This is an optimization exercise on Yosys and OpenROAD, whose aim is small area, a short achievable clock period and few clock cycles per item, not a production implementation. Function was checked by simulation only, so behaviour that the tests miss may differ from the original. Power is estimated from default activity; no workload was simulated.

`design.v`:
```
package lru_tc_pkg;
    localparam int ENTRIES  = 16;
    localparam int TAG_BITS = 64;
    localparam int MODE_W  = 2;
    localparam int KEY_W   = 64;
    localparam int LOC_W   = 8;
    localparam int STAMP_W = 32;
    localparam int IDX_W   = $clog2(ENTRIES);
    localparam int CNT_W   = $clog2(ENTRIES + 1);
    typedef enum logic [MODE_W-1:0] {
        MODE_LOOKUP = 2'd0,
        MODE_INSERT = 2'd1,
        MODE_REMOVE = 2'd2
    } mode_t;
    typedef enum logic [2:0] {
        ST_IDLE,
        ST_SCAN,
        ST_ACT,
        ST_SHIFT,
        ST_FINISH
    } state_t;
    typedef struct packed {
        logic load;
        logic scan;
        logic act;
        logic shift_init;
        logic shift;
        logic cnt_dec;
        logic finish;
    } dp_cmd_t;
    typedef struct packed {
        logic walk_done;
        logic remove_hit;
        logic out_free;
    } dp_status_t;
endpackage
module lru_tag_cache_top (
    input  logic               clk,
    input  logic               rst_n,
    input  logic               req_valid,
    output logic               req_ready,
    input  logic [lru_tc_pkg::MODE_W-1:0]  req_mode,
    input  logic [lru_tc_pkg::KEY_W-1:0]   req_key_tag,
    input  logic [lru_tc_pkg::LOC_W-1:0]   req_location,
    input  logic [lru_tc_pkg::STAMP_W-1:0] req_now,
    input  logic               rsp_ready,
    output logic               rsp_valid,
    output logic               rsp_hit,
    output logic [lru_tc_pkg::LOC_W-1:0]   rsp_found_location,
    output logic [lru_tc_pkg::CNT_W-1:0]   rsp_occupancy
);
    localparam int N  = lru_tc_pkg::ENTRIES;
    localparam int TW = lru_tc_pkg::TAG_BITS;
    localparam int LW = lru_tc_pkg::LOC_W;
    localparam int SW = lru_tc_pkg::STAMP_W;
    localparam int CW = lru_tc_pkg::CNT_W;
    logic [N-1:0]  v_q;
    logic [CW-1:0] cnt_q;
    logic [TW-1:0] tag_q [N];
    logic [LW-1:0] loc_q [N];
    logic [SW-1:0] stp_q [N];
    logic [N-1:0]  bef_q [N];
    logic [N-1:0]  bt_q  [N];
    logic          r_v_q;
    logic          rdy_q;
    logic [1:0]    r_mode_q;
    logic [TW-1:0] r_tag_q;
    logic [LW-1:0] r_loc_q;
    logic [SW-1:0] r_now_q;
    logic [N-1:0]  r_m_q;
    logic [N-1:0]  r_lt_q, r_eq_q;
    logic          r_same_e_q, r_lt_e_q, r_eq_e_q;
    logic [N-1:0]  w_tag_oh_q, w_stp_oh_q;
    logic          w_new_q;
    localparam int RW = 1 + LW + CW;
    logic [1:0]    f_cnt_q;
    logic          f_v_q;
    logic [RW-1:0] f_q [3];
    function automatic logic [1:0] lt_eq(input logic [SW-1:0] a, input logic [SW-1:0] b);
        logic [SW-1:0] l, e;
        l = ~a & b;
        e = ~(a ^ b);
        for (int w = 1; w < SW; w = w * 2)
        begin
            for (int k = 0; k < SW; k = k + 2 * w)
            begin
                l[k] = l[k + w] | (e[k + w] & l[k]);
                e[k] = e[k + w] & e[k];
            end
        end
        lt_eq = {l[0], e[0]};
    endfunction
    logic [N-1:0]  m_eff, lt_eff, eq_eff;
    logic          fire, hit, full;
    logic          is_l, is_i, is_r;
    logic [N-1:0]  free_q, free_2nd, free_next, min_oh, tgt;
    logic [N-1:0]  w_new, w_stp, w_loc, w_app, rm;
    logic [N-1:0]  v_next;
    logic [CW-1:0] cnt_next;
    logic          res_hit;
    logic [LW-1:0] res_loc;
    always_comb
    begin
        for (int i = 0; i < N; i++)
        begin
            m_eff[i] = w_tag_oh_q[i] ? r_same_e_q : r_m_q[i];
            if (w_stp_oh_q[i])
            begin
                lt_eff[i] = r_lt_e_q;
                eq_eff[i] = r_eq_e_q;
            end
            else
            begin
                lt_eff[i] = r_lt_q[i];
                eq_eff[i] = r_eq_q[i];
            end
        end
    end
    assign fire = r_v_q;
    assign hit  = (w_new_q && r_same_e_q) || (|r_m_q);
    assign full = cnt_q[CW-1];
    assign is_l = (r_mode_q == 2'd0);
    assign is_i = (r_mode_q == 2'd1);
    assign is_r = (r_mode_q == 2'd2);
    always_comb
    begin
        free_2nd = '0;
        for (int i = N - 1; i >= 0; i--)
        begin
            if (!v_q[i] && !free_q[i])
            begin
                free_2nd    = '0;
                free_2nd[i] = 1'b1;
            end
        end
    end
    always_comb
    begin
        if (fire && is_i && !hit && !full)
            free_next = free_2nd;
        else if (full && fire && is_r && hit)
            free_next = rm;
        else
            free_next = free_q;
    end
    always_ff @(posedge clk or negedge rst_n)
    begin
        if (!rst_n)
            free_q <= N'(1);
        else
            free_q <= free_next;
    end
    always_comb
    begin
        for (int i = 0; i < N; i++)
        begin
            min_oh[i] = 1'b1;
            for (int j = 0; j < N; j++)
            begin
                if (j > i)
                    min_oh[i] = min_oh[i] & bt_q[i][j];
                else if (j < i)
                    min_oh[i] = min_oh[i] & !bt_q[j][i];
            end
        end
    end
    assign tgt = full ? min_oh : free_q;
    always_comb
    begin
        for (int i = 0; i < N; i++)
        begin
            w_new[i] = fire && is_i && !hit && tgt[i];
            w_app[i] = w_new[i] && !full;
            w_stp[i] = w_new[i] || (fire && (is_l || is_i) && m_eff[i]);
            w_loc[i] = fire && is_i && (hit ? m_eff[i] : tgt[i]);
            rm[i]    = fire && is_r && m_eff[i];
        end
    end
    assign v_next = (v_q | w_app) & ~rm;
    always_comb
    begin
        cnt_next = cnt_q;
        if (fire && is_i && !hit && !full)
            cnt_next = cnt_q + CW'(1);
        else if (fire && is_r && hit)
            cnt_next = cnt_q - CW'(1);
    end
    assign res_hit = hit && (is_l || is_i || is_r);
    always_comb
    begin
        res_loc = '0;
        for (int i = 0; i < N; i++)
            res_loc = res_loc | (m_eff[i] ? loc_q[i] : '0);
        if (!is_l)
            res_loc = '0;
    end
    always_ff @(posedge clk or negedge rst_n)
    begin
        if (!rst_n)
        begin
            v_q   <= '0;
            cnt_q <= '0;
        end
        else
        begin
            v_q   <= v_next;
            cnt_q <= cnt_next;
        end
    end
    for (genvar i = 0; i < N; i++)
    begin : g_ord
        for (genvar j = i + 1; j < N; j++)
        begin : g_pair
            always_ff @(posedge clk)
            begin
                if (w_app[i])
                    bef_q[i][j] <= 1'b0;
                else if (w_app[j])
                    bef_q[i][j] <= 1'b1;
                if (w_stp[i])
                    bt_q[i][j] <= lt_eff[j] || (eq_eff[j] && !w_app[i] && bef_q[i][j]);
                else if (w_stp[j])
                    bt_q[i][j] <= !(lt_eff[i] || (eq_eff[i] && !w_app[j] && !bef_q[i][j]));
            end
        end
    end
    always_ff @(posedge clk or negedge rst_n)
    begin
        if (!rst_n)
        begin
            w_tag_oh_q <= '0;
            w_new_q    <= 1'b0;
        end
        else
        begin
            w_tag_oh_q <= w_new;
            w_new_q    <= |w_new;
        end
    end
    always_ff @(posedge clk)
    begin
        w_stp_oh_q <= w_stp;
    end
    for (genvar i = 0; i < N; i++)
    begin : g_ent
        always_ff @(posedge clk)
        begin
            if (w_new[i])
                tag_q[i] <= r_tag_q;
            if (w_loc[i])
                loc_q[i] <= r_loc_q;
            if (w_stp[i])
                stp_q[i] <= r_now_q;
        end
    end
    logic          acc;
    logic          same_e, lt_e, eq_e;
    logic [1:0]    le_e;
    logic [1:0]    le_q [N];
    logic [N-1:0]  m_in, lt_in, eq_in;
    assign acc    = req_valid && rdy_q;
    assign same_e = (req_key_tag == r_tag_q);
    assign le_e   = lt_eq(req_now, r_now_q);
    assign {lt_e, eq_e} = le_e;
    always_comb
    begin
        for (int i = 0; i < N; i++)
        begin
            m_in[i]  = v_q[i] && (req_key_tag == tag_q[i]);
            le_q[i]  = lt_eq(req_now, stp_q[i]);
            lt_in[i] = le_q[i][1];
            eq_in[i] = le_q[i][0];
        end
    end
    always_ff @(posedge clk)
    begin
        r_mode_q   <= req_mode;
        r_tag_q    <= req_key_tag;
        r_loc_q    <= req_location;
        r_now_q    <= req_now;
        r_m_q      <= m_in & ~w_new & ~rm;
        r_lt_q     <= lt_in;
        r_eq_q     <= eq_in;
        r_same_e_q <= same_e;
        r_lt_e_q   <= lt_e;
        r_eq_e_q   <= eq_e;
    end
    logic          pop;
    logic [1:0]    f_cnt_next;
    logic [RW-1:0] res;
    assign pop        = f_v_q && rsp_ready;
    assign f_cnt_next = f_cnt_q - 2'(pop) + 2'(fire);
    assign res        = {res_hit, res_loc, cnt_next};
    always_ff @(posedge clk or negedge rst_n)
    begin
        if (!rst_n)
        begin
            r_v_q   <= 1'b0;
            rdy_q   <= 1'b1;
            f_cnt_q <= '0;
            f_v_q   <= 1'b0;
        end
        else
        begin
            r_v_q   <= acc;
            rdy_q   <= (3'(f_cnt_next) + 3'(acc)) <= 3'd2;
            f_cnt_q <= f_cnt_next;
            f_v_q   <= f_cnt_next != 2'd0;
        end
    end
    always_ff @(posedge clk)
    begin
        for (int k = 0; k < 3; k++)
        begin
            if (pop)
                f_q[k] <= (k < 2 && 2'(k + 1) < f_cnt_q) ? f_q[(k < 2) ? k + 1 : k] : res;
            else
                f_q[k] <= (2'(k) < f_cnt_q) ? f_q[k] : res;
        end
    end
    assign req_ready          = rdy_q;
    assign rsp_valid          = f_v_q;
    assign {rsp_hit, rsp_found_location, rsp_occupancy} = f_q[0];
endmodule
```
`run.sh`:
```
#!/bin/bash
# synth_recipe.tcl (not shown) runs the flow's synth.tcl, then flattens the netlist and writes it again
# the make line also repeats each setting of config.mk as NAME=value (left out here)
make -C /OpenROAD-flow-scripts/flow DESIGN_CONFIG=/design/flow/config.mk WORK_HOME=/design/flow/orfs CLKGATE_MAP_FILE= SYNTH_SCRIPT=/design/flow/synth_recipe.tcl finish
```
`config.mk`:
```
export PLATFORM = sky130hd
export DESIGN_NAME = lru_tag_cache_top
export DESIGN_NICKNAME = lru_tag_cache_top
export VERILOG_FILES = /design/flow/design.v
export SDC_FILE = /design/flow/constraint.sdc
export NUM_CORES = 4
export LEC_CHECK = 0
export CAP_MARGIN = 20
export CORE_MARGIN = 2
export CORE_UTILIZATION = 40
export CTS_CLUSTER_DIAMETER = 100
export CTS_CLUSTER_SIZE = 20
export SETUP_SLACK_MARGIN = 2.5
export SLEW_MARGIN = 20
export TNS_END_PERCENT = 5
```
`constraint.sdc`:
```
create_clock -name core_clock -period 5.0 [get_ports {clk}]
set_input_delay 1.0000 -clock core_clock [delete_from_list [all_inputs] [get_ports {clk}]]
set_output_delay 1.0000 -clock core_clock [all_outputs]
set_load 0.01 [all_outputs]
```
==> results.cfg, run 1 <==
[grt]
grt-ovfl-total = 0
grt_pass1_wl_um = 492000
grt_max_degree = 67
grt_pass1_vias = 61600
antenna_found_initial = 38
grt_usage_pct = 29.0

[logic_synthesis]
synth_nets = 7550
synthCells = 6889
synth_seq_cells = 2178
synth.distinct_cells = 84
synthesis.area_um2 = 94900
synthArstFlopShare_pct = 2.71
syn_area_per_cell_um2 = 13.8
synth_warnings = 8
ys_seq_area_share_pct = 65.2
synth-edff-count = 1798
yosys_most_used_dff = edfxtp_1

[power]
sw_frac_of_total_pct = 29.2
p_int_w = 0.0287
power_density_nw_per_um2 = 362
ir_drop_v = 0.000375
p_clk_share_pct = 26.5
power.switching_w = 0.0118
p_comb_share_pct = 17.4
p_leak_nw = 40.2
pwr-share-seq_pct = 56.1

[sta]
rsz0062_at_grt = yes
setup_viol = 0
min_period_ps = 2850
hold_viol_final = 0
timing.fmax_ghz = 0.350
finalSetupTns_ps = 0
post-route-period-util_pct = 57.1
worst_pin_slew_ps = 1360
slew_violations = 0
relSlewSlack_pct = 6.50
clock_skew_ps = 70.2

[floorplanning]
die_w_um = 491
fp.dieH_um = 491
core_um2 = 236000
dieArea_um2 = 241000
row_count = 178
initial_core_util_pct = 40.3
pin_count = 126

[clocking]
ctsHoldBuffers = 0
clk_pin_slew_ps = 90
tritoncts = built
clk-insertion-delay-late_ps = 860
cts-root-buf = clkbuf_16
cts_buffer_depth = 3
cts.sinks = 2178
cts-htree-levels = 3
cts_buffers = 119

[detailed_routing]
remaining_drc_errors = 0
viasPerCell = 6.21
first_pass_iters = 8
drt-total-wl_um = 365000
antenna_left = 0
dr.first_iter.drc_count = 10800
post_drt_wl_per_cell_um = 34.0
via_count = 66600

[cells_and_area]
layout-drive-gt1-share_pct = 16.3
nNetsFinal = 8137
final_core_util_pct = 47.4
n_fill_cell = 20400
area_growth_pct = 17.7

[setup_path]
crit_arrival_ps = 3620
cp-start-kind = primary input
path_cells = clkdlybuf4s50_1 > buf_4 > clkinvlp_4 > a22o_1 > nor4_1 > nand4_1 > or4_1 > nor3_2
worstPathRequired_ps = 5770
reg2regPathDepth = 9
r2r_end = bt_q[9][10]$_DFFE_PP_
crit_path_end = r_m_q[11]$_DFF_P_
critPathMaxStageDelay_ps = 550
setup.worst_path.end_class = register
critPathSlowestCell = or4_1
crit_fanout = 7
crit_type = in -> reg
r2r_start = r_m_q[0]$_DFF_P_
rrSetupSlack_ps = 2190
cp-startpoint = req_key_tag[21]

[placement]
gp_congestion = 0.999
hpwl_um = 233000
port_buffers = 125

[run]
cap_violations = 0

[run_status]
status = complete, no violations

[min_path]
hp-class = in -> async
[metrics by stage]
stage	area, um^2	power (W)	worst slack [ps]	instances	hold slack, ps
floorplan	95100	0.0261	277	6889	426
global placement	102000	0.0288	551	10200	434
detailed placement	102000	0.0290	559	10200	445
CTS	109000	0.0400	2310	10600	4.14
global route	112000	0.0416	2170	10700	23.7
finish	112000	0.0405	2150	10700	42.8
[how the worst min path moves through the flow]
| stage | to | depth (start not counted) |
|---|---|---|
| after floorplan | f_q[2][10]$_DFF_P_ | 2 |
| after detailed placement | f_q[2][12]$_DFF_P_ | 2 |
| after global routing | f_cnt_q[0]$_DFF_PN0_ | 1 |
| after global placement | f_q[2][5]$_DFF_P_ | 2 |
| after CTS | f_cnt_q[0]$_DFF_PN0_ | 1 |
| final | cnt_q[2]$_DFF_PN0_ | 1 |
[per-layer routing]
metal	up-vias	wire [um]	GRT usage, %	share of wire [%]
li1	27300	-	-	-
met1	33600	140000	39.7	38
met2	4779	156000	43.3	43
met3	978	44400	6.17	12
met4	18	24500	15.0	6.7
met5	-	114	0	0.031
[state kept, by name (all words and copies together), names as in the netlist, 5 cells and up]
signal / cells
r_tag_q: 64
f_q: 42
cnt_q: 5
r_m_q: 16
r_lt_q: 16
bef_q: 120
bt_q: 120
loc_q: 128
free_q: 16
r_eq_q: 16
stp_q: 512
w_stp_oh_q: 16
r_now_q: 32
w_tag_oh_q: 16
r_loc_q: 8
v_q: 16
tag_q: 1024
[power by group through the flow]
stage / combinational [W] / sequential [W] / clock, W
floorplan: 0.00343 / 0.0227 / 0
global placement: 0.00578 / 0.0230 / 0
CTS: 0.00651 / 0.0227 / 0.0108
global route: 0.00741 / 0.0229 / 0.0114
finish: 0.00704 / 0.0227 / 0.0107
detailed placement: 0.00593 / 0.0231 / 0
[synthesized netlist by cell type (all sizes together) (10+ instances only)]
cell type	n	area share (%)
nand2	397	1.6
a22o	35	0.32
o31ai	33	0.26
dfxtp	321	6.8
nor2b	32	0.21
o221ai	14	0.13
dfrtp	57	1.5
a31oi	72	0.47
or4	11	0.087
a211oi	38	0.30
a221o	20	0.21
mux2i	27	0.28
nand2b	15	0.099
o22ai	132	0.87
xnor2	485	4.5
edfxtp	1798	57
clkbuf	200	0.79
o2bb2ai	26	0.24
a22oi	77	0.61
xor2	410	3.8
nor3	107	0.57
nor2	384	1.5
nand3	67	0.35
o211ai	11	0.087
o21ai	222	1.2
and4	13	0.12
buf	90	0.44
and3	26	0.17
inv	163	0.64
a221oi	47	0.43
nor4	185	1.3
a211o	10	0.092
a21oi	192	1.0
a2111oi	12	0.11
ha	551	7.3
o311ai	20	0.18
nand4	286	1.9
mux2	52	0.62
and2	11	0.073
nor4b	14	0.14
a21o	124	0.98
[layout by cell type, fill, tap and decap left out, types with 58 or more instances in the layout]
master,count
inv_1,110
dfxtp_1,283
nor2_1,369
xor2_1,409
nand2_1,382
a21oi_1,177
nand3_1,59
nand4_1,286
clkbuf_1,93
o21ai_0,162
a31oi_1,67
nor4_1,123
edfxtp_1,1798
clkbuf_16,133
ha_1,542
a21o_1,115
nor3_1,87
buf_12,68
buf_4,432
buf_6,58
o22ai_1,131
xnor2_1,482
a22oi_1,75
[worst max-delay path, delay by kind of cell]
kind | cells | cell delay (ps)
buf+inv | 3 | 940
simple gates | 4 | 1380
compound gates | 1 | 280
[layout make-up]
cell class	count	area (um^2)	share of cell area, %
inverter	170	881	0.788
multi-input combinational	4251	33100	29.7
timing repair inverter	4	35.0	0.0313
sequential	2178	62000	55.4
clock buffer	214	3370	3.01
tap	3150	3940	3.53
timing repair buffer	752	8250	7.39
clock inverter	10	151	0.135
antenna	9	22.5	0.0202
[cell families (layout without fill, tap and decap cells)]
group / Yosys count / after routing / synth area share (%)
xor+xnor: 895 / 895 / 8.26
flops: 2178 / 2178 / 65.2
compound gates: 1147 / 1147 / 8.08
buf+inv: 460 / 1150 / 1.91
fa+ha+maj: 551 / 551 / 7.26
simple gates: 1579 / 1579 / 8.37
mux: 79 / 79 / 0.902
other cells: 0 / 9 / 0
[repair_timing]
action	4_1_cts	5_1_grt
setup buffers	112	108
gates cloned	36	15
setup endpoints to repair	2184	1718
gates resized for setup	516	349
pin swaps	56	103
Testbench counts, summed over its fixed seeds: cycles 20,016, items 20,000.
==> run 2, diff against run 1 <==
--- a/config.mk
+++ b/config.mk
@@ -10,6 +10,6 @@
 export CORE_UTILIZATION = 40
 export CTS_CLUSTER_DIAMETER = 100
 export CTS_CLUSTER_SIZE = 20
-export SETUP_SLACK_MARGIN = 2.5
+export SETUP_SLACK_MARGIN = 2.3
 export SLEW_MARGIN = 20
 export TNS_END_PERCENT = 5
==> results.cfg, run 2 <==
[sta]
timing.fmax_ghz = 0.350
hold_viol_final = 0
setup_viol = 0
post-route-period-util_pct = 57.2
rsz0062_at_grt = yes
min_period_ps = 2860
clock_skew_ps = 69.3
relSlewSlack_pct = 20.9
finalSetupTns_ps = 0
worst_pin_slew_ps = 1190
slew_violations = 0
setup_ws_ps = 2140

[floorplanning]
dieArea_um2 = 241000
pin_count = 126
core_um2 = 236000
row_count = 178
initial_core_util_pct = 40.3
fp.dieH_um = 491
die_w_um = 491

[logic_synthesis]
synth_seq_cells = 2178
synth-edff-count = 1798
yosys_most_used_dff = edfxtp_1
synth.distinct_cells = 84
ys_seq_area_share_pct = 65.2
netlist.area_leader.share_pct = 56.9
synth_area_leaders = edfxtp_1 (57%), ha_1 (7.3%), dfxtp_1 (6.8%), xnor2_1 (4.5%), xor2_1 (3.8%)
synthCells = 6889
synth_nets = 7550
synth_warnings = 8
synth.most_common_cell = edfxtp_1
syn_area_per_cell_um2 = 13.8
synthTopCellsByCount = edfxtp_1 (1798), ha_1 (551), xnor2_1 (485), xor2_1 (410), nand2_1 (397)
synthesis.area_um2 = 94900
yosysTopAreaCell = edfxtp_1
synthArstFlopShare_pct = 2.71

[grt]
grt_usage_pct = 28.2
gr-usage-met1_pct = 39.0
grt_max_degree = 67
grt_pass1_vias = 60400
grt_use_met2_pct = 42.0
antenna_found_initial = 34
grt_pass1_wl_um = 480000
met3_usage_pct = 5.68
busiest_layer = met2
grt-ovfl-total = 0

[power]
p_leak_nw = 38.9
power.switching_w = 0.0115
sw_frac_of_total_pct = 28.9
ir_drop_v = 0.000369
p_clk_share_pct = 26.8
pwr-share-seq_pct = 56.8
power_density_nw_per_um2 = 366
p_comb_share_pct = 16.4
p_int_w = 0.0284

[detailed_routing]
dr.first_iter.drc_count = 10100
first_pass_iters = 7
drt-total-wl_um = 354000
remaining_drc_errors = 0
antenna_left = 0
via_count = 65400
viasPerCell = 6.15
post_drt_wl_per_cell_um = 33.3

[setup_path]
cp-start-kind = register
path_cells = nor4_4 > nand2_2 > buf_6 > or4_4 > clkinv_2 > buf_12 > bufbuf_16
critPathSlowestCell = or4_4
critPathMaxStageDelay_ps = 640
worstPathRequired_ps = 5560
crit_arrival_ps = 3420
crit_type = reg -> reg
crit_fanout = 23
setup.worst_path.end_class = register

[cells_and_area]
final_common_cell = edfxtp_1
multi_input_area_um2 = 32500
post-route-cell-area_um2 = 109000
regMostFlops = tag_q
largest_reg_flops = 1024
n_fill_cell = 20800
layout-drive-gt1-share_pct = 13.5
largestRegisters = tag_q: 1024 flops, stp_q: 512 flops, loc_q: 128 flops
fin_cells = 10600
mostFrequentLayoutCells = edfxtp_1 (1798), ha_1 (547), xnor2_1 (484), buf_4 (416), xor2_1 (410)
seqCellArea_um2 = 61900
nNetsFinal = 8030
area_growth_pct = 14.9
final_core_util_pct = 46.3

[clocking]
clk_pin_slew_ps = 90
ctsHoldBuffers = 0
cts_buffers = 119
cts_buffer_depth = 3
tritoncts = built
cts-root-buf = clkbuf_16
clk-insertion-delay-late_ps = 860
cts-htree-levels = 3
cts.sinks = 2178

[placement]
dp_cells = 10200
placed_area_um2 = 102000
post-place-ws_ps = 559
port_buffers = 125
gp_congestion = 0.999
hpwl_um = 233000

[run_status]
status = complete, no violations

[run]
cap_violations = 0

[min_path]
hp-class = in -> async
-- run 2: cell types whose count changed in the layout (fill, tap and decap cells not counted), moves of 9 or more --
| cell | delta |
|---|---|
| buf_12 | -22 |
| buf_4 | -16 |
| clkdlybuf4s15_2 | -11 |
| o21ai_1 | -19 |
| buf_16 | -11 |
| buf_6 | -31 |
| o21ai_0 | +41 |
| dfxtp_2 | -11 |
| nor4_1 | +9 |
| clkdlybuf4s50_1 | +37 |
| bufbuf_16 | -16 |
| o21ai_2 | -21 |
| dlygate4sd2_1 | -18 |
| dfxtp_1 | +13 |
-- run 2: power groups by stage --
stage	sequential (W)	clock (W)	combinational, W
2_1_floorplan	0.0227	0	0.00343
3_3_place_gp	0.0230	0	0.00578
3_5_place_dp	0.0231	0	0.00593
4_1_cts	0.0227	0.0108	0.00614
5_1_grt	0.0229	0.0114	0.00696
6_report	0.0227	0.0107	0.00656
-- run 2: final timing paths --
path                              startpoint  slack [ps]  cells past startpoint                     end
max in group asynchronous              rst_n        3990                      2        v_q[6]$_DFF_PN0_
min reg2reg                f_q[2][5]$_DFF_P_         460                      2       f_q[2][5]$_DFF_P_
min in group core_clock           req_now[1]         290                      1      r_now_q[1]$_DFF_P_
max                        r_m_q[10]$_DFF_P_        2140                      7  tag_q[8][51]$_DFFE_PP_
max reg2reg                r_m_q[10]$_DFF_P_        2140                      7  tag_q[8][51]$_DFFE_PP_
min                                    rst_n          40                      1      cnt_q[2]$_DFF_PN0_
-- run 2: logic make-up after synthesis --
logic type | after synthesis | share of synthesized area (%)
mux | 79 | 0.902
flops | 2178 | 65.2
xor+xnor | 895 | 8.26
compound gates | 1147 | 8.08
buf+inv | 460 | 1.91
simple gates | 1579 | 8.37
fa+ha+maj | 551 | 7.26
-- run 2: metal layers --
metal / vias to the layer above / routed length, um
li1: 27100 / -
met1: 33100 / 139000
met2: 4328 / 152000
met3: 900 / 40700
met4: 14 / 22800
met5: - / 89
-- run 2: repair_timing --
action	in CTS	in global routing
hold endpoints to repair	0	0
endpoints found under the setup margin	2094	1530
buffers inserted	43	104
gates cloned	7	10
pin swaps	14	35
resized for setup	208	291
-- run 2: stage by stage --
stage	hold slack [ps]	total power, W
CTS	4.14	0.0396
finish	39.5	0.0400
floorplan	426	0.0261
global route	23.5	0.0412
detailed placement	445	0.0290
global placement	434	0.0288
-- run 2: worst max-delay path: cells and delay by family, from the launching register on --
kind,cells,cell delay (ps)
buffers and inverters,4,960
DFF,1,410
and+or+nand+nor,3,1150
-- run 2: area by class of cell --
class                           count  share of cell area [%]
Inverter                          170                   0.801
Timing Repair inverter              4                  0.0252
Tap cell                         3150                    3.61
Antenna cell                       11                  0.0252
Multi-Input combinational cell   4251                    29.8
Clock inverter                     10                   0.139
Sequential cell                  2178                    56.8
Timing Repair Buffer              645                    5.76
Clock buffer                      214                    3.09
==> run 3, diff against run 2 <==
--- a/config.mk
+++ b/config.mk
@@ -10,6 +10,6 @@
 export CORE_UTILIZATION = 40
 export CTS_CLUSTER_DIAMETER = 100
 export CTS_CLUSTER_SIZE = 20
-export SETUP_SLACK_MARGIN = 2.3
+export SETUP_SLACK_MARGIN = 2.0
 export SLEW_MARGIN = 20
 export TNS_END_PERCENT = 5
==> results.cfg, run 3 <==
[setup_path]
r2r_start = cnt_q[4]$_DFF_PN0_
crit_arrival_ps = 4120
critPathSlowestCell = clkdlybuf4s50_1
setup.worst_path.end_class = register
critPathMaxStageDelay_ps = 790
crit_fanout = 8
path_cells = clkdlybuf4s50_1 > inv_1 > o22ai_1 > a221oi_1 > nand4_1 > or4_1 > nor3_1
worstPathRequired_ps = 5690
crit_type = in -> reg
critPathTopFamily = buffers and inverters
rrSetupSlack_ps = 1760
cp-start-kind = primary input
path_buf_inv = 2
r2r_end = stp_q[2][9]$_DFFE_PP_
reg2regPathDepth = 8

[logic_synthesis]
synthArstFlopShare_pct = 2.71
synth_warnings = 8
synthTopCellsByCount = edfxtp_1 (1798), ha_1 (551), xnor2_1 (485), xor2_1 (410), nand2_1 (397)
ys_seq_area_share_pct = 65.2
syn_area_per_cell_um2 = 13.8
synth-edff-count = 1798
synth.most_common_cell = edfxtp_1
netlist.area_leader.share_pct = 56.9
yosysTopAreaCell = edfxtp_1
synth_seq_cells = 2178
synth_area_leaders = edfxtp_1 (57%), ha_1 (7.3%), dfxtp_1 (6.8%), xnor2_1 (4.5%), xor2_1 (3.8%)
synth.distinct_cells = 84
synth_nets = 7550
synthCells = 6889
synthesis.area_um2 = 94900
yosys_most_used_dff = edfxtp_1

[power]
power_density_nw_per_um2 = 372
p_leak_nw = 37.7
ir_drop_v = 0.000368
p_total_w = 0.0396

[min_path]
hp-class = in -> async

[placement]
port_buffers = 125
hpwl_um = 233000
gp_congestion = 0.999
dp_cells = 10200

[clocking]
ctsHoldBuffers = 0
cts-htree-levels = 3
cts_buffers = 119
clk_pin_slew_ps = 80
clk-insertion-delay-late_ps = 860
cts_buffer_depth = 3
cts-root-buf = clkbuf_16
tritoncts = built
cts.sinks = 2178

[grt]
grt_pass1_wl_um = 476000
grt_pass1_vias = 60100
grt_max_degree = 68
antenna_found_initial = 34
grt_usage_pct = 27.9
grt-ovfl-total = 0

[detailed_routing]
post_drt_wl_per_cell_um = 33.1
via_count = 64500
antenna_left = 0
viasPerCell = 6.14
remaining_drc_errors = 0
dr.first_iter.drc_count = 9862
drt-total-wl_um = 347000
first_pass_iters = 6

[cells_and_area]
largestRegisters = tag_q: 1024 flops, stp_q: 512 flops, loc_q: 128 flops
final_common_cell = edfxtp_1
fin_cells = 10500
regMostFlops = tag_q
final_core_util_pct = 45.2
area_growth_pct = 12.1
mostFrequentLayoutCells = edfxtp_1 (1798), ha_1 (551), xnor2_1 (485), xor2_1 (410), nand2_1 (386)
seqCellArea_um2 = 61900
largest_reg_flops = 1024
multi_input_area_um2 = 31700
layout-drive-gt1-share_pct = 9.99
n_fill_cell = 21000
nNetsFinal = 7895

[floorplanning]
pin_count = 126
initial_core_util_pct = 40.3
die_w_um = 491
row_count = 178
core_um2 = 236000
fp.dieH_um = 491
dieArea_um2 = 241000

[run_status]
status = complete, no violations

[sta]
timing.fmax_ghz = 0.291
worst_pin_slew_ps = 1200
min_period_ps = 3440
hold_viol_final = 0
setup_viol = 0
finalSetupTns_ps = 0
relSlewSlack_pct = 19.9
clock_skew_ps = 72.3
slew_violations = 0
post-route-period-util_pct = 68.7
rsz0062_at_grt = yes

[run]
cap_violations = 0
-- run 3: cell counts after synthesis --
Identical to the previous run, type by type.
-- run 3: cell type report --
| type | instances | area share (%) |
|---|---|---|
| Timing Repair Buffer | 514 | 4.26 |
| Antenna cell | 16 | 0.0376 |
| Inverter | 170 | 0.651 |
| Tap cell | 3150 | 3.70 |
| Clock buffer | 214 | 3.16 |
| Clock inverter | 10 | 0.142 |
| Sequential cell | 2178 | 58.2 |
| Multi-Input combinational cell | 4251 | 29.8 |
-- run 3: metal layers --
| layer | vias to the layer above | routed length (um) | global-route usage [%] |
|---|---|---|---|
| li1 | 26800 | - | - |
| met1 | 32600 | 138000 | 38.7 |
| met2 | 4224 | 149000 | 41.8 |
| met3 | 831 | 38500 | 5.48 |
| met4 | 12 | 21700 | 14.0 |
| met5 | - | 79 | 0 |
-- run 3: power by group --
part	switching (W)	internal, W	leakage, nW	total, W
clock	0.00608	0.00460	1.67	0.0107
sequential	0.00123	0.0215	19.6	0.0227
combinational	0.00405	0.00212	16.4	0.00617
total	0.0114	0.0282	37.7	0.0396
-- run 3: cells by family (layout without fill, tap and decap cells) --
| family | after synthesis | after routing | share of synthesized area [%] |
|---|---|---|---|
| xor+xnor | 895 | 895 | 8.26 |
| compound gates | 1147 | 1147 | 8.08 |
| other cells | 0 | 16 | 0 |
| mux | 79 | 79 | 0.902 |
| fa+ha+maj | 551 | 551 | 7.26 |
| simple gates | 1579 | 1579 | 8.37 |
| flops | 2178 | 2178 | 65.2 |
| buf+inv | 460 | 908 | 1.91 |
-- run 3: worst max-delay path by stage --
stage / endpoint / cells after the start / slack [ps] / startpoint
global placement: r_lt_q[11]$_DFF_P_ / 10 / 550 / req_now[2]
detailed placement: r_lt_q[11]$_DFF_P_ / 10 / 560 / req_now[2]
finish: r_m_q[14]$_DFF_P_ / 7 / 1560 / req_key_tag[5]
floorplan: stp_q[14][0]$_DFFE_PP_ / 8 / 280 / cnt_q[4]$_DFF_PN0_
CTS: bt_q[4][11]$_DFFE_PP_ / 9 / 1670 / r_m_q[0]$_DFF_P_
global route: r_same_e_q$_DFF_P_ / 7 / 1740 / req_key_tag[39]
-- run 3: repair_timing --
| action | in CTS | in global routing |
|---|---|---|
| setup endpoints to repair | 1635 | 1214 |
| gates resized for setup | 48 | 62 |
| pin swaps | 1 | 4 |
| endpoints found under the hold margin | 0 | 0 |
| cloned | 1 | 0 |
| buffers inserted | 3 | 25 |
-- run 3: per-stage QoR --
stage               instance area, um^2  hold WS, ps  setup slack, ps
floorplan                         95100          426              277
global placement                 102000          434              551
detailed placement               102000          445              559
CTS                              106000         4.14             1670
global route                     106000         23.5             1740
finish                           106000         43.3             1560
==> run 4, diff against run 3 <==
--- a/config.mk
+++ b/config.mk
@@ -10,6 +10,6 @@
 export CORE_UTILIZATION = 40
 export CTS_CLUSTER_DIAMETER = 100
 export CTS_CLUSTER_SIZE = 20
-export SETUP_SLACK_MARGIN = 2.0
+export SETUP_SLACK_MARGIN = 2.4
 export SLEW_MARGIN = 20
 export TNS_END_PERCENT = 5
==> results.cfg, run 4 <==
[run_status]
status = complete, no violations

[sta]
post-route-period-util_pct = 60.3
slew_violations = 0
min_period_ps = 3020
worst_pin_slew_ps = 1240
clock_skew_ps = 71.0
relSlewSlack_pct = 17.1
hold_viol_final = 0
rsz0062_at_grt = yes
setup_viol = 0
finalSetupTns_ps = 0
setup_ws_ps = 1980
timing.fmax_ghz = 0.331

[clocking]
cts-htree-levels = 3
cts.sinks = 2178
cts-root-buf = clkbuf_16
clk_pin_slew_ps = 90
clk-insertion-delay-late_ps = 860
cts_buffers = 119
cts_buffer_depth = 3
tritoncts = built
ctsHoldBuffers = 0

[logic_synthesis]
synth_seq_cells = 2178
yosys_most_used_dff = edfxtp_1
synth-edff-count = 1798
ys_seq_area_share_pct = 65.2
synthArstFlopShare_pct = 2.71
synthTopCellsByCount = edfxtp_1 (1798), ha_1 (551), xnor2_1 (485), xor2_1 (410), nand2_1 (397)
synth_warnings = 8
yosysTopAreaCell = edfxtp_1
syn_area_per_cell_um2 = 13.8
synth_area_leaders = edfxtp_1 (57%), ha_1 (7.3%), dfxtp_1 (6.8%), xnor2_1 (4.5%), xor2_1 (3.8%)
synth_nets = 7550
synth.most_common_cell = edfxtp_1
synthesis.area_um2 = 94900
netlist.area_leader.share_pct = 56.9
synthCells = 6889
synth.distinct_cells = 84

[floorplanning]
die_w_um = 491
row_count = 178
initial_core_util_pct = 40.3
pin_count = 126
fp.dieH_um = 491
core_um2 = 236000
dieArea_um2 = 241000

[cells_and_area]
mostFrequentLayoutCells = edfxtp_1 (1798), ha_1 (545), xnor2_1 (483), buf_4 (423), xor2_1 (410)
n_fill_cell = 20700
seqCellArea_um2 = 61900
final_core_util_pct = 46.7
area_growth_pct = 16.0
nNetsFinal = 8071
largestRegisters = tag_q: 1024 flops, stp_q: 512 flops, loc_q: 128 flops
final_common_cell = edfxtp_1
largest_reg_flops = 1024
layout-drive-gt1-share_pct = 14.5
regMostFlops = tag_q
multi_input_area_um2 = 32700

[detailed_routing]
first_pass_iters = 12
viasPerCell = 6.17
post_drt_wl_per_cell_um = 33.5
remaining_drc_errors = 0
dr.first_iter.drc_count = 10500
via_count = 65900
antenna_left = 0
drt-total-wl_um = 358000

[power]
ir_drop_v = 0.000369
p_leak_nw = 39.4
power_density_nw_per_um2 = 365

[setup_path]
setup.worst_path.end_class = register
crit_type = in -> reg
crit_arrival_ps = 3710
cp-start-kind = primary input
crit_fanout = 5
worstPathRequired_ps = 5700

[min_path]
hp-class = in -> async

[run]
cap_violations = 0

[placement]
post-place-ws_ps = 559
gp_congestion = 0.999
port_buffers = 125
hpwl_um = 233000

[grt]
antenna_found_initial = 34
grt_usage_pct = 28.4
grt_pass1_wl_um = 484000
grt_max_degree = 67
grt-ovfl-total = 0
grt_pass1_vias = 60800
==> run 4: cell count changes in the layout (fill, tap and decap cells not counted), sizes merged, moves of 9 or more <==
| cell | previous run | this run |
|---|---|---|
| dlymetal6s2s | 8 | 30 |
| inv | 154 | 132 |
| bufbuf | 0 | 9 |
| clkdlybuf4s50 | 107 | 52 |
| buf | 398 | 546 |
| clkinvlp | 7 | 30 |
| dlygate4sd2 | 1 | 12 |
| clkbuf | 214 | 249 |
==> run 4: per-layer routing <==
layer	vias up	routed length, um	track usage (%)
met3	903	42100	5.69
li1	27200	-	-
met5	-	184	0
met2	4484	154000	42.5
met1	33300	138000	39.4
met4	20	23000	14.2
==> run 4: logic make-up (layout without fill, tap and decap cells) <==
kind of cell | Yosys count | count (layout) | synth area share (%)
fa+ha+maj | 551 | 551 | 7.26
mux | 79 | 79 | 0.902
xor+xnor | 895 | 895 | 8.26
other cells | 0 | 12 | 0
buf+inv | 460 | 1084 | 1.91
flops | 2178 | 2178 | 65.2
compound gates | 1147 | 1147 | 8.08
simple gates | 1579 | 1579 | 8.37
==> run 4: path summary, 6_finish.rpt <==
path / start / to / slack, ps / cells after the start
setup / recovery: req_key_tag[31] / r_m_q[14]$_DFF_P_ / 1980 / 8
hold / removal: rst_n / cnt_q[0]$_DFF_PN0_ / 30 / 1
setup reg to reg: bt_q[9][13]$_DFFE_PP_ / stp_q[13][10]$_DFFE_PP_ / 2110 / 7
hold reg to reg: f_q[2][12]$_DFF_P_ / f_q[2][12]$_DFF_P_ / 460 / 2
max in group asynchronous: rst_n / free_q[2]$_DFFE_PN0P_ / 4000 / 2
min in group core_clock: req_now[3] / r_now_q[3]$_DFF_P_ / 310 / 1
==> run 4: critical path, cell delays in order <==
cell             delay, ps
clkdlybuf4s50_1        630
buf_4                  320
inv_1                  210
buf_4                  200
a22o_1                 220
nor4_1                 500
nand4_1                180
nor3_1                 430
==> run 4: through the flow <==
step           area (um^2)  power, W  hold slack, ps  cells
6_report            110000    0.0401            34.8  10700
5_1_grt             110000    0.0413            23.6  10700
4_1_cts             108000    0.0397            4.14  10500
3_5_place_dp        102000    0.0290             445  10200
3_3_place_gp        102000    0.0288             434  10200
2_1_floorplan        95100    0.0261             426   6889
==> run 4: area by class of cell <==
type	count	area share, %
Sequential cell	2178	56.3
Antenna cell	12	0.0273
Clock buffer	214	3.06
Inverter	170	0.811
Multi-Input combinational cell	4251	29.8
Timing Repair inverter	3	0.0205
Clock inverter	10	0.138
Timing Repair Buffer	687	6.33
Tap cell	3150	3.58
==> run 4: repair_timing <==
action,4_1_cts,5_1_grt
endpoints found under the setup margin,2167,1608
buffers inserted,74,104
gates resized for setup,297,325
cloned,13,14
pin swaps,24,69
endpoints found under the hold margin,0,0
==> run 4: where the power goes <==
| group | internal [W] | switching (W) | total (W) |
|---|---|---|---|
| registers | 0.0215 | 0.00123 | 0.0227 |
| clock network | 0.00460 | 0.00610 | 0.0107 |
| logic | 0.00245 | 0.00428 | 0.00673 |
==> run 5, diff against run 4 <==
==> flow/run.sh (new file) <==
#!/bin/bash
# The standard layout (standard.sh, unchanged synthesis, floorplan, power grid and
# routing), with two placement/repair settings changed:
#  - the port buffers are buf_4 cells instead of the delay buffers buffer_ports picks;
#  - timing repair may swap a cell for one of another footprint.
# make's full output goes to make_finish.log; each ORFS step keeps its own log under orfs/logs.
set -euo pipefail
bash standard.sh MATCH_CELL_FOOTPRINT=0 "BUFFER_PORTS_ARGS=-buffer_cell sky130_fd_sc_hd__buf_4" finish > make_finish.log 2>&1
==> standard.sh (new file) <==
#!/bin/bash
# synth_recipe.tcl (not shown) runs the flow's synth.tcl, then flattens the netlist and writes it again
# the make line also repeats each setting of config.mk as NAME=value (left out here)
make -C /OpenROAD-flow-scripts/flow DESIGN_CONFIG=/design/flow/config.mk WORK_HOME=/design/flow/orfs CLKGATE_MAP_FILE= SYNTH_SCRIPT=/design/flow/synth_recipe.tcl "${@:-finish}"
--- a/config.mk
+++ b/config.mk
@@ -10,6 +10,6 @@
 export CORE_UTILIZATION = 40
 export CTS_CLUSTER_DIAMETER = 100
 export CTS_CLUSTER_SIZE = 20
-export SETUP_SLACK_MARGIN = 2.4
+export SETUP_SLACK_MARGIN = 2.5
 export SLEW_MARGIN = 20
 export TNS_END_PERCENT = 5
removed: run.sh
==> results.cfg, run 5 <==
[detailed_routing]
first_pass_iters = 8
met1_length_um = 143000
dr.first_iter.drc_count = 10600
wl_met2_um = 155000
post_drt_wl_per_cell_um = 34.7
drt-total-wl_um = 368000
wl_met3_um = 48500
viasPerCell = 6.25
via_count = 66300
antenna_left = 0
remaining_drc_errors = 0
topRoutingLayerUsed = met5

[sta]
whs_ps = 242
relSlewSlack_pct = 16.7
rsz0062_at_grt = yes
slew_violations = 0
clock_skew_ps = 120
timing.fmax_ghz = 0.357
min_period_ps = 2800
finalSetupTns_ps = 0
hold_viol_final = 0
worst_pin_slew_ps = 1240
post-route-period-util_pct = 56.0
setup_viol = 0

[logic_synthesis]
synth.distinct_cells = 84
syn_area_per_cell_um2 = 13.8
synthTopCellsByCount = edfxtp_1 (1798), ha_1 (551), xnor2_1 (485), xor2_1 (410), nand2_1 (397)
synthCells = 6889
ys_seq_area_share_pct = 65.2
synth.most_common_cell = edfxtp_1
yosys_most_used_dff = edfxtp_1
synthArstFlopShare_pct = 2.71
synth_seq_cells = 2178
yosysTopAreaCell = edfxtp_1
synthesis.area_um2 = 94900
synth_nets = 7550
synth_warnings = 8
netlist.area_leader.share_pct = 56.9
synth-edff-count = 1798
synth_area_leaders = edfxtp_1 (57%), ha_1 (7.3%), dfxtp_1 (6.8%), xnor2_1 (4.5%), xor2_1 (3.8%)

[cells_and_area]
largestRegisters = tag_q: 1024 flops, stp_q: 512 flops, loc_q: 128 flops
area_growth_pct = 15.4
largest_reg_flops = 1024
multi_input_area_um2 = 32700
final_core_util_pct = 46.5
n_fill_cell = 20700
layout-drive-gt1-share_pct = 14.7
final_common_cell = edfxtp_1
seqCellArea_um2 = 62000
post-route-cell-area_um2 = 110000
regMostFlops = tag_q
nNetsFinal = 8000
mostFrequentLayoutCells = edfxtp_1 (1798), ha_1 (551), xnor2_1 (482), buf_4 (448), xor2_1 (409)

[power]
p_int_w = 0.0286
p_leak_nw = 39.0
p_comb_share_pct = 16.9
p_clk_share_pct = 27.0
pwr-share-seq_pct = 56.1
power_density_nw_per_um2 = 369
ir_drop_v = 0.000391
sw_frac_of_total_pct = 29.2
power.switching_w = 0.0118

[setup_path]
rrSetupSlack_ps = 2240
cp-start-kind = primary input
crit_arrival_ps = 3540
r2r_start = bt_q[0][1]$_DFFE_PP_
reg2regPathDepth = 7
r2r_end = loc_q[1][0]$_DFFE_PP_
crit_type = in -> reg
setup.worst_path.end_class = register
worstPathRequired_ps = 5740
crit_fanout = 10

[clocking]
tritoncts = built
cts-htree-levels = 3
cts_buffer_depth = 3
clk-insertion-delay-late_ps = 900
ctsHoldBuffers = 0
clk_pin_slew_ps = 90
cts.sinks = 2178
cts-root-buf = clkbuf_16
cts_buffers = 120

[floorplanning]
dieArea_um2 = 241000
row_count = 178
die_w_um = 491
pin_count = 126
core_um2 = 236000
initial_core_util_pct = 40.3
fp.dieH_um = 491

[run]
cap_violations = 0

[placement]
gp_congestion = 0.992
port_buffers = 125
hpwl_um = 225000
placed_area_um2 = 101000

[min_path]
min_to = r_now_q[0]$_DFF_P_
hp-class = in -> reg
worstHoldStart = req_now[0]
hold_path_depth = 1

[grt]
grt_pass1_wl_um = 494000
grt_pass1_vias = 60800
antenna_found_initial = 41
grt_usage_pct = 29.3
grt-ovfl-total = 0
grt_max_degree = 67

[run_status]
status = complete, no violations
## run 5: cell count changes in the layout (fill, tap and decap cells not counted), moves of 12 or more
| cell | delta |
|---|---|
| clkdlybuf4s50_1 | -52 |
| o21ai_1 | -12 |
| clkbuf_16 | +19 |
| clkbuf_2 | -19 |
| dlymetal6s2s_1 | -30 |
| nor4_2 | -12 |
| dlygate4sd2_1 | -12 |
| o21ai_0 | +19 |
| buf_4 | +25 |
| buf_6 | +13 |
## run 5: worst max-delay path by stage
stage | startpoint | endpoint | cells past startpoint
after global placement | req_key_tag[9] | r_m_q[5]$_DFF_P_ | 7
after global routing | bt_q[3][4]$_DFFE_PP_ | bt_q[4][6]$_DFFE_PP_ | 8
after detailed placement | req_key_tag[41] | r_m_q[11]$_DFF_P_ | 9
after floorplan | cnt_q[4]$_DFF_PN0_ | stp_q[14][0]$_DFFE_PP_ | 8
after CTS | req_now[10] | r_lt_q[3]$_DFF_P_ | 10
final | req_key_tag[23] | r_m_q[8]$_DFF_P_ | 8
## run 5: what timing repair did
action,CTS,global route
gates cloned,30,12
resized for setup,351,192
buffers inserted,110,76
setup endpoints to repair,2034,1574
pin swaps,40,43
## run 5: layer usage
metal / vias up / GRT usage [%]
met1: 33400 / 41.4
met3: 931 / 6.37
met5: - / 0
met2: 4953 / 42.8
li1: 27000 / -
met4: 6 / 13.8
## run 5: worst max-delay path: stages
cell	delay [ps]
buf_4	180
buf_4	350
inv_1	350
a22o_1	310
a221oi_1	290
nand4_1	270
nor4_2	520
buf_4	230
## run 5: metrics by stage
step | worst slack, ps | std cells | total power (W)
after CTS | 2310 | 10500 | 0.0400
after global routing | 2240 | 10600 | 0.0415
after global placement | 0.533 | 10100 | 0.0286
after floorplan | 313 | 6889 | 0.0261
final | 2200 | 10600 | 0.0404
after detailed placement | 855 | 10100 | 0.0288
## run 5: cell type report
class,instances,area share [%]
diodes,20,0.0457
flip-flops and latches,2178,56.6
well taps,3150,3.60
clock buffers,220,3.13
repair buffers,608,5.72
repair inverters,9,0.0731
inverters,170,0.822
clock inverters,10,0.198
multi-input cells,4252,29.9
## run 5: cell families after synthesis
logic type	count (synthesis)	synth area share, %
buffers and inverters	460	1.91
adder cells (fa/ha/maj)	551	7.26
multiplexers	79	0.902
flip-flops	2178	65.2
AND/OR/NAND/NOR	1579	8.37
AO/OA/AOI/OAI	1147	8.08
XOR/XNOR	895	8.26
## run 5: power groups by stage
stage	combinational (W)	clock (W)	sequential, W
2_1_floorplan	0.00343	0	0.0227
3_3_place_gp	0.00570	0	0.0229
3_5_place_dp	0.00584	0	0.0230
4_1_cts	0.00641	0.0110	0.0226
5_1_grt	0.00720	0.0115	0.0228
6_report	0.00683	0.0109	0.0227
==> run 6, diff against run 5 <==
--- a/config.mk
+++ b/config.mk
@@ -10,6 +10,6 @@
 export CORE_UTILIZATION = 40
 export CTS_CLUSTER_DIAMETER = 100
 export CTS_CLUSTER_SIZE = 20
-export SETUP_SLACK_MARGIN = 2.5
+export SETUP_SLACK_MARGIN = 2.3
 export SLEW_MARGIN = 20
 export TNS_END_PERCENT = 5
==> results.cfg, run 6 <==
[cells_and_area]
layout-drive-gt1-share_pct = 12.3
final_core_util_pct = 45.5
post-route-cell-area_um2 = 107000
final_common_cell = edfxtp_1
mostFrequentLayoutCells = edfxtp_1 (1798), ha_1 (551), xnor2_1 (484), buf_4 (432), xor2_1 (409)
largest_reg_flops = 1024
regMostFlops = tag_q
n_fill_cell = 21000
nNetsFinal = 7895
area_growth_pct = 12.9
largestRegisters = tag_q: 1024 flops, stp_q: 512 flops, loc_q: 128 flops

[grt]
grt-ovfl-total = 0
grt_max_degree = 67
grt_usage_pct = 28.6
antenna_found_initial = 43
grt_pass1_vias = 60200
grt_pass1_wl_um = 484000

[logic_synthesis]
synth_area_leaders = edfxtp_1 (57%), ha_1 (7.3%), dfxtp_1 (6.8%), xnor2_1 (4.5%), xor2_1 (3.8%)
synth_nets = 7550
yosysTopAreaCell = edfxtp_1
synthTopCellsByCount = edfxtp_1 (1798), ha_1 (551), xnor2_1 (485), xor2_1 (410), nand2_1 (397)
synth.distinct_cells = 84
synth_warnings = 8
synth_seq_cells = 2178
synthCells = 6889
ys_seq_area_share_pct = 65.2
synthesis.area_um2 = 94900
netlist.area_leader.share_pct = 56.9
synth-edff-count = 1798
synthArstFlopShare_pct = 2.71
yosys_most_used_dff = edfxtp_1
synth.most_common_cell = edfxtp_1
syn_area_per_cell_um2 = 13.8

[floorplanning]
dieArea_um2 = 241000
initial_core_util_pct = 40.3
core_um2 = 236000
pin_count = 126
fp.dieH_um = 491
die_w_um = 491
row_count = 178

[run_status]
status = complete, no violations

[sta]
whs_ps = 226
rsz0062_at_grt = yes
post-route-period-util_pct = 58.7
min_period_ps = 2930
relSlewSlack_pct = 11.5
finalSetupTns_ps = 0
hold_viol_final = 0
clock_skew_ps = 131
worst_pin_slew_ps = 1330
timing.fmax_ghz = 0.341
setup_viol = 0
slew_violations = 0
setup_ws_ps = 2070

[power]
p_clk_share_pct = 27.3
sw_frac_of_total_pct = 29.0
p_leak_nw = 38.1
power.switching_w = 0.0116
pwr-share-seq_pct = 56.7
power_density_nw_per_um2 = 373
ir_drop_v = 0.000380
p_int_w = 0.0284
p_comb_share_pct = 16.0

[placement]
port_buffers = 125
hpwl_um = 225000
post-place-ws_ps = 855
placed_area_um2 = 101000
gp_congestion = 0.992

[clocking]
cts-htree-levels = 3
cts.sinks = 2178
cts_buffer_depth = 3
clk-insertion-delay-late_ps = 910
ctsHoldBuffers = 0
clk_pin_slew_ps = 90
cts_buffers = 120
tritoncts = built
cts-root-buf = clkbuf_16

[detailed_routing]
dr.first_iter.drc_count = 10400
remaining_drc_errors = 0
antenna_left = 0
first_pass_iters = 8
drt-total-wl_um = 358000
post_drt_wl_per_cell_um = 34.0
via_count = 64900
viasPerCell = 6.18

[setup_path]
critPathSlowestCell = nor4_1
critPathMaxStageDelay_ps = 690
cp-start-kind = primary input
setup.worst_path.end_class = register
worstPathRequired_ps = 5760
crit_arrival_ps = 3690
rrSetupSlack_ps = 2080
path_cells = buf_4 > buf_4 > xnor2_1 > nand4_1 > nor4_1 > nand3_1 > nor4_2 > buf_4
path_common_cell = buf_4
crit_fanout = 9
crit_type = in -> reg

[run]
cap_violations = 0

[min_path]
hp-class = in -> reg
-- run 6: cells by family after synthesis --
group	count (synthesis)	synth area share, %
xor+xnor	895	8.26
simple gates	1579	8.37
compound gates	1147	8.08
flops	2178	65.2
fa+ha+maj	551	7.26
buf+inv	460	1.91
mux	79	0.902
-- run 6: layer usage --
layer  up-vias  part of all wire, %  GRT usage (%)
met1     32900                   40           40.3
met4        12                  5.5           13.3
met2      4419                   43           41.9
met3       835                   12           6.48
li1      26800                    -              -
met5         -                0.023              0
-- run 6: final timing paths --
| kind | startpoint | end | cells after the start |
|---|---|---|---|
| max | req_key_tag[63] | r_m_q[8]$_DFF_P_ | 8 |
| min | req_now[7] | r_now_q[7]$_DFF_P_ | 1 |
| max reg2reg | r_tag_q[62]$_DFF_P_ | r_same_e_q$_DFF_P_ | 4 |
| min reg2reg | f_q[2][13]$_DFF_P_ | f_q[2][13]$_DFF_P_ | 2 |
| max in group asynchronous | rst_n | cnt_q[4]$_DFF_PN0_ | 1 |
| min in group asynchronous | rst_n | f_v_q$_DFF_PN0_ | 1 |
-- run 6: repair_timing --
item	CTS	global route
hold endpoints to repair	0	0
setup buffers	46	58
gates resized for setup	189	71
setup endpoints to repair	1898	1217
cloned	10	9
pin swaps	14	11
-- run 6: power by group through the flow --
stage	clock [W]	combinational (W)	sequential, W
after CTS	0.0110	0.00612	0.0226
after global placement	0	0.00570	0.0229
final	0.0109	0.00639	0.0226
after global routing	0.0115	0.00680	0.0228
after floorplan	0	0.00343	0.0227
after detailed placement	0	0.00584	0.0230
-- run 6: cell type report --
cell class | instances | area (um^2) | share of cell area [%]
diodes | 19 | 47.5 | 0.0444
flip-flops and latches | 2178 | 61900 | 57.8
multi-input cells | 4252 | 32200 | 30.0
well taps | 3150 | 3940 | 3.68
clock inverters | 10 | 216 | 0.202
inverters | 170 | 788 | 0.736
repair buffers | 506 | 4540 | 4.23
clock buffers | 220 | 3430 | 3.20
repair inverters | 6 | 37.5 | 0.0350
-- run 6: metrics by stage --
step,power (W),instances
after floorplan,0.0261,6889
after global placement,0.0286,10100
after detailed placement,0.0288,10100
after CTS,0.0397,10400
after global routing,0.0411,10500
final,0.0399,10500
-- run 6: worst max-delay path, delay by kind of cell --
| kind | cells | cell delay [ps] |
|---|---|---|
| and+or+nand+nor | 4 | 1650 |
| xor gates and xnor gates | 1 | 150 |
| buffers and inverters | 3 | 840 |
==> run 7, diff against run 6 <==
--- a/design.v
+++ b/design.v
@@ -93,7 +93,7 @@
     logic [N-1:0]  m_eff, lt_eff, eq_eff;
     logic          fire, hit, full;
     logic          is_l, is_i, is_r;
-    logic [N-1:0]  free_q, free_2nd, free_next, min_oh, tgt;
+    logic [N-1:0]  free_oh, min_oh, tgt;
     logic [N-1:0]  w_new, w_stp, w_loc, w_app, rm;
     logic [N-1:0]  v_next;
     logic [CW-1:0] cnt_next;
@@ -124,34 +124,18 @@
     assign is_r = (r_mode_q == 2'd2);
     always_comb
     begin
-        free_2nd = '0;
+        free_oh = '0;
         for (int i = N - 1; i >= 0; i--)
         begin
-            if (!v_q[i] && !free_q[i])
+            if (!v_q[i])
             begin
-                free_2nd    = '0;
-                free_2nd[i] = 1'b1;
+                free_oh    = '0;
+                free_oh[i] = 1'b1;
             end
         end
     end
     always_comb
     begin
-        if (fire && is_i && !hit && !full)
-            free_next = free_2nd;
-        else if (full && fire && is_r && hit)
-            free_next = rm;
-        else
-            free_next = free_q;
-    end
-    always_ff @(posedge clk or negedge rst_n)
-    begin
-        if (!rst_n)
-            free_q <= N'(1);
-        else
-            free_q <= free_next;
-    end
-    always_comb
-    begin
         for (int i = 0; i < N; i++)
         begin
             min_oh[i] = 1'b1;
@@ -164,7 +148,7 @@
             end
         end
     end
-    assign tgt = full ? min_oh : free_q;
+    assign tgt = full ? min_oh : free_oh;
     always_comb
     begin
         for (int i = 0; i < N; i++)
--- a/config.mk
+++ b/config.mk
@@ -10,6 +10,6 @@
 export CORE_UTILIZATION = 40
 export CTS_CLUSTER_DIAMETER = 100
 export CTS_CLUSTER_SIZE = 20
-export SETUP_SLACK_MARGIN = 2.3
+export SETUP_SLACK_MARGIN = 2.5
 export SLEW_MARGIN = 20
 export TNS_END_PERCENT = 5
==> results.cfg, run 7 <==
[run_status]
status = complete, no violations

[cells_and_area]
largestRegisters = tag_q: 1024 flops, stp_q: 512 flops, loc_q: 128 flops
mostFrequentLayoutCells = edfxtp_1 (1798), ha_1 (550), xnor2_1 (479), buf_4 (465), xor2_1 (400)
largest_reg_flops = 1024
regMostFlops = tag_q
layout-drive-gt1-share_pct = 15.0
n_fill_cell = 20600
nNetsFinal = 7809
final_core_util_pct = 45.9
final_common_cell = edfxtp_1
area_growth_pct = 14.4

[setup_path]
path_cells = buf_4 > xnor2_1 > nand4_1 > nor4_1 > nand4_1 > nor4_1
critPathMaxStageDelay_ps = 890
setup.worst_path.end_class = register
crit_type = in -> reg
cp-start-kind = primary input
crit_fanout = 12
crit_arrival_ps = 3680
critPathSlowestCell = nor4_1
worstPathRequired_ps = 5660

[logic_synthesis]
yosysTopAreaCell = edfxtp_1
synthArstFlopShare_pct = 1.99
synth_nets = 7362
synth-edff-count = 1798
syn_area_per_cell_um2 = 14.0
synthTopCellsByCount = edfxtp_1 (1798), ha_1 (551), xnor2_1 (481), xor2_1 (400), nor2_1 (347)
synth_area_leaders = edfxtp_1 (57%), ha_1 (7.3%), dfxtp_1 (6.8%), xnor2_1 (4.5%), xor2_1 (3.7%)
synth_seq_cells = 2162
netlist.area_leader.share_pct = 57.4
synth.distinct_cells = 90
synth_warnings = 8
yosys_most_used_dff = edfxtp_1
ys_seq_area_share_pct = 65.4
synthesis.area_um2 = 94100
synth.most_common_cell = edfxtp_1
synthCells = 6701

[sta]
setup_viol = 0
min_period_ps = 3020
post-route-period-util_pct = 60.4
clock_skew_ps = 75.6
relSlewSlack_pct = 18.5
hold_viol_final = 0
timing.fmax_ghz = 0.331
rsz0062_at_grt = yes
finalSetupTns_ps = 0
slew_violations = 0
worst_pin_slew_ps = 1210

[placement]
gp_congestion = 1.00
hpwl_um = 225000
port_buffers = 125

[grt]
grt_max_degree = 65
grt_usage_pct = 29.4
grt_pass1_vias = 59600
grt_pass1_wl_um = 488000
antenna_found_initial = 37
grt-ovfl-total = 0

[detailed_routing]
remaining_drc_errors = 0
dr.first_iter.drc_count = 10200
via_count = 64200
antenna_left = 0
drt-total-wl_um = 362000
viasPerCell = 6.16
first_pass_iters = 7
post_drt_wl_per_cell_um = 34.8

[clocking]
cts-root-buf = clkbuf_16
cts_buffer_depth = 3
ctsHoldBuffers = 0
tritoncts = built
clk-insertion-delay-late_ps = 840
cts_buffers = 120
cts.sinks = 2162
clk_pin_slew_ps = 90
cts-htree-levels = 3

[power]
ir_drop_v = 0.000404
p_leak_nw = 38.4
power_density_nw_per_um2 = 326

[floorplanning]
fp.dieH_um = 489
die_w_um = 489
initial_core_util_pct = 40.1
core_um2 = 235000
row_count = 178
pin_count = 126
dieArea_um2 = 239000

[min_path]
hp-class = in -> async

[run]
cap_violations = 0
==> run 7: final cells by class <==
cell class | instances | area, um^2 | area share [%]
antenna | 19 | 47.5 | 0.0442
clock buffer | 212 | 3410 | 3.17
clock inverter | 12 | 173 | 0.160
inverter | 183 | 900 | 0.836
multi-input combinational | 4078 | 31900 | 29.7
sequential | 2162 | 61500 | 57.2
tap | 3150 | 3940 | 3.66
timing repair buffer | 593 | 5620 | 5.22
timing repair inverter | 10 | 78.8 | 0.0732
==> run 7: where the power goes <==
group | internal (W) | total, W | switching (W)
combinational | 0.00131 | 0.00392 | 0.00261
clock | 0.00472 | 0.0108 | 0.00611
sequential | 0.0200 | 0.0203 | 0.000343
==> run 7: stage by stage <==
step           setup slack [ps]  hold WS [ps]  area, um^2  total power [W]  cells
2_1_floorplan              1450           426       94400           0.0226   6701
3_3_place_gp              -70.5           436      100000           0.0242   9966
3_5_place_dp               37.0           445      100000           0.0243   9968
4_1_cts                    2160           162      106000           0.0349  10300
5_1_grt                    2060           214      108000           0.0360  10400
6_report                   1980           188      108000           0.0351  10400
==> run 7: critical path, delay by kind of cell <==
| family | cells | cell delay, ps |
|---|---|---|
| simple gates | 4 | 1990 |
| xor+xnor | 1 | 420 |
| buf+inv | 1 | 230 |
==> run 7: worst paths after layout <==
kind / start / endpoint / slack (ps) / depth (start not counted)
worst min register to register: f_q[2][13]$_DFF_P_ / f_q[2][13]$_DFF_P_ / 460 / 2
min in group core_clock: req_location[5] / r_loc_q[5]$_DFF_P_ / 280 / 1
max in group asynchronous: rst_n / v_q[6]$_DFF_PN0_ / 4320 / 1
worst min-delay path: rst_n / w_tag_oh_q[1]$_DFF_PN0_ / 190 / 1
worst max register to register: bt_q[4][8]$_DFFE_PP_ / tag_q[8][14]$_DFFE_PP_ / 2080 / 6
worst max-delay path: req_key_tag[62] / r_m_q[3]$_DFF_P_ / 1980 / 6
==> run 7: what timing repair did <==
item | 4_1_cts | 5_1_grt
gates cloned | 15 | 11
buffers inserted | 88 | 93
pin swaps | 22 | 22
resized for setup | 237 | 191
hold endpoints to repair | 0 | 0
setup endpoints to repair | 2071 | 1803
==> run 7: cell families (layout without fill, tap and decap cells) <==
logic type / count (synthesis) / count (layout) / synth area share [%]
AOI/OAI and AO/OA: 1172 / 1172 / 8.53
xor gates and xnor gates: 881 / 881 / 8.20
adders and majority gates: 551 / 551 / 7.33
buffers and inverters: 463 / 1010 / 2.01
DFF: 2162 / 2162 / 65.4
muxes: 80 / 80 / 0.923
other: 0 / 19 / 0
and+or+nand+nor: 1392 / 1394 / 7.63
==> run 7: per-layer routing <==
layer	track usage (%)	vias to the layer above	share of wire (%)
li1	-	26500	-
met1	39.3	32700	38
met2	45.2	4192	45
met3	5.66	794	11
met4	15.8	20	6.2
met5	0	-	0.042
Testbench counts of run 7, summed over its fixed seeds: cycles 20,016, items 20,000.

-- afterwards: timing with drivers on the ports --
The flow's constraints put no driver on any port. The routed layouts listed below were extracted and timed again, unchanged, in two steps. Step 1 (the two cells are an assumption about what drives the block):
set clk [get_ports {clk}]
set_driving_cell -lib_cell sky130_fd_sc_hd__clkbuf_16 $clk
set_driving_cell -lib_cell sky130_fd_sc_hd__buf_2 [delete_from_list [all_inputs] $clk]
Step 2 adds t to the input delays and takes it off the output delays; t is the mean of the earliest and latest rising clock arrival at the registers after step 1. Input paths then give back, and output paths get back, about the clock's delay inside the block. Three values: ideal, step 1, step 2; two values: the first two.
run	shift t [ns]	setup slack, ns	slew at the worst register clock pin (ns)	worst slew at a driven data input, ns
run 1	0.924	2.146 / 2.186 / 1.297	0.10 / 0.10	0.12
run 2	0.938	2.140 / 2.079 / 1.325	0.10 / 0.10	0.11
run 3	0.934	1.563 / 1.593 / 0.659	0.10 / 0.10	0.11
run 4	0.936	1.983 / 2.070 / 1.134	0.10 / 0.10	0.12
run 5	0.923	2.202 / 2.203 / 1.279	0.10 / 0.10	0.17
run 6	0.934	2.067 / 2.077 / 1.143	0.10 / 0.10	0.16
run 7	0.897	1.980 / 2.056 / 1.159	0.10 / 0.10	0.21
After both steps setup and hold are still met in every run listed. The setup slack of run 6, which loses most, moves by +0.010 ns with the drivers and by -0.924 ns with both steps.
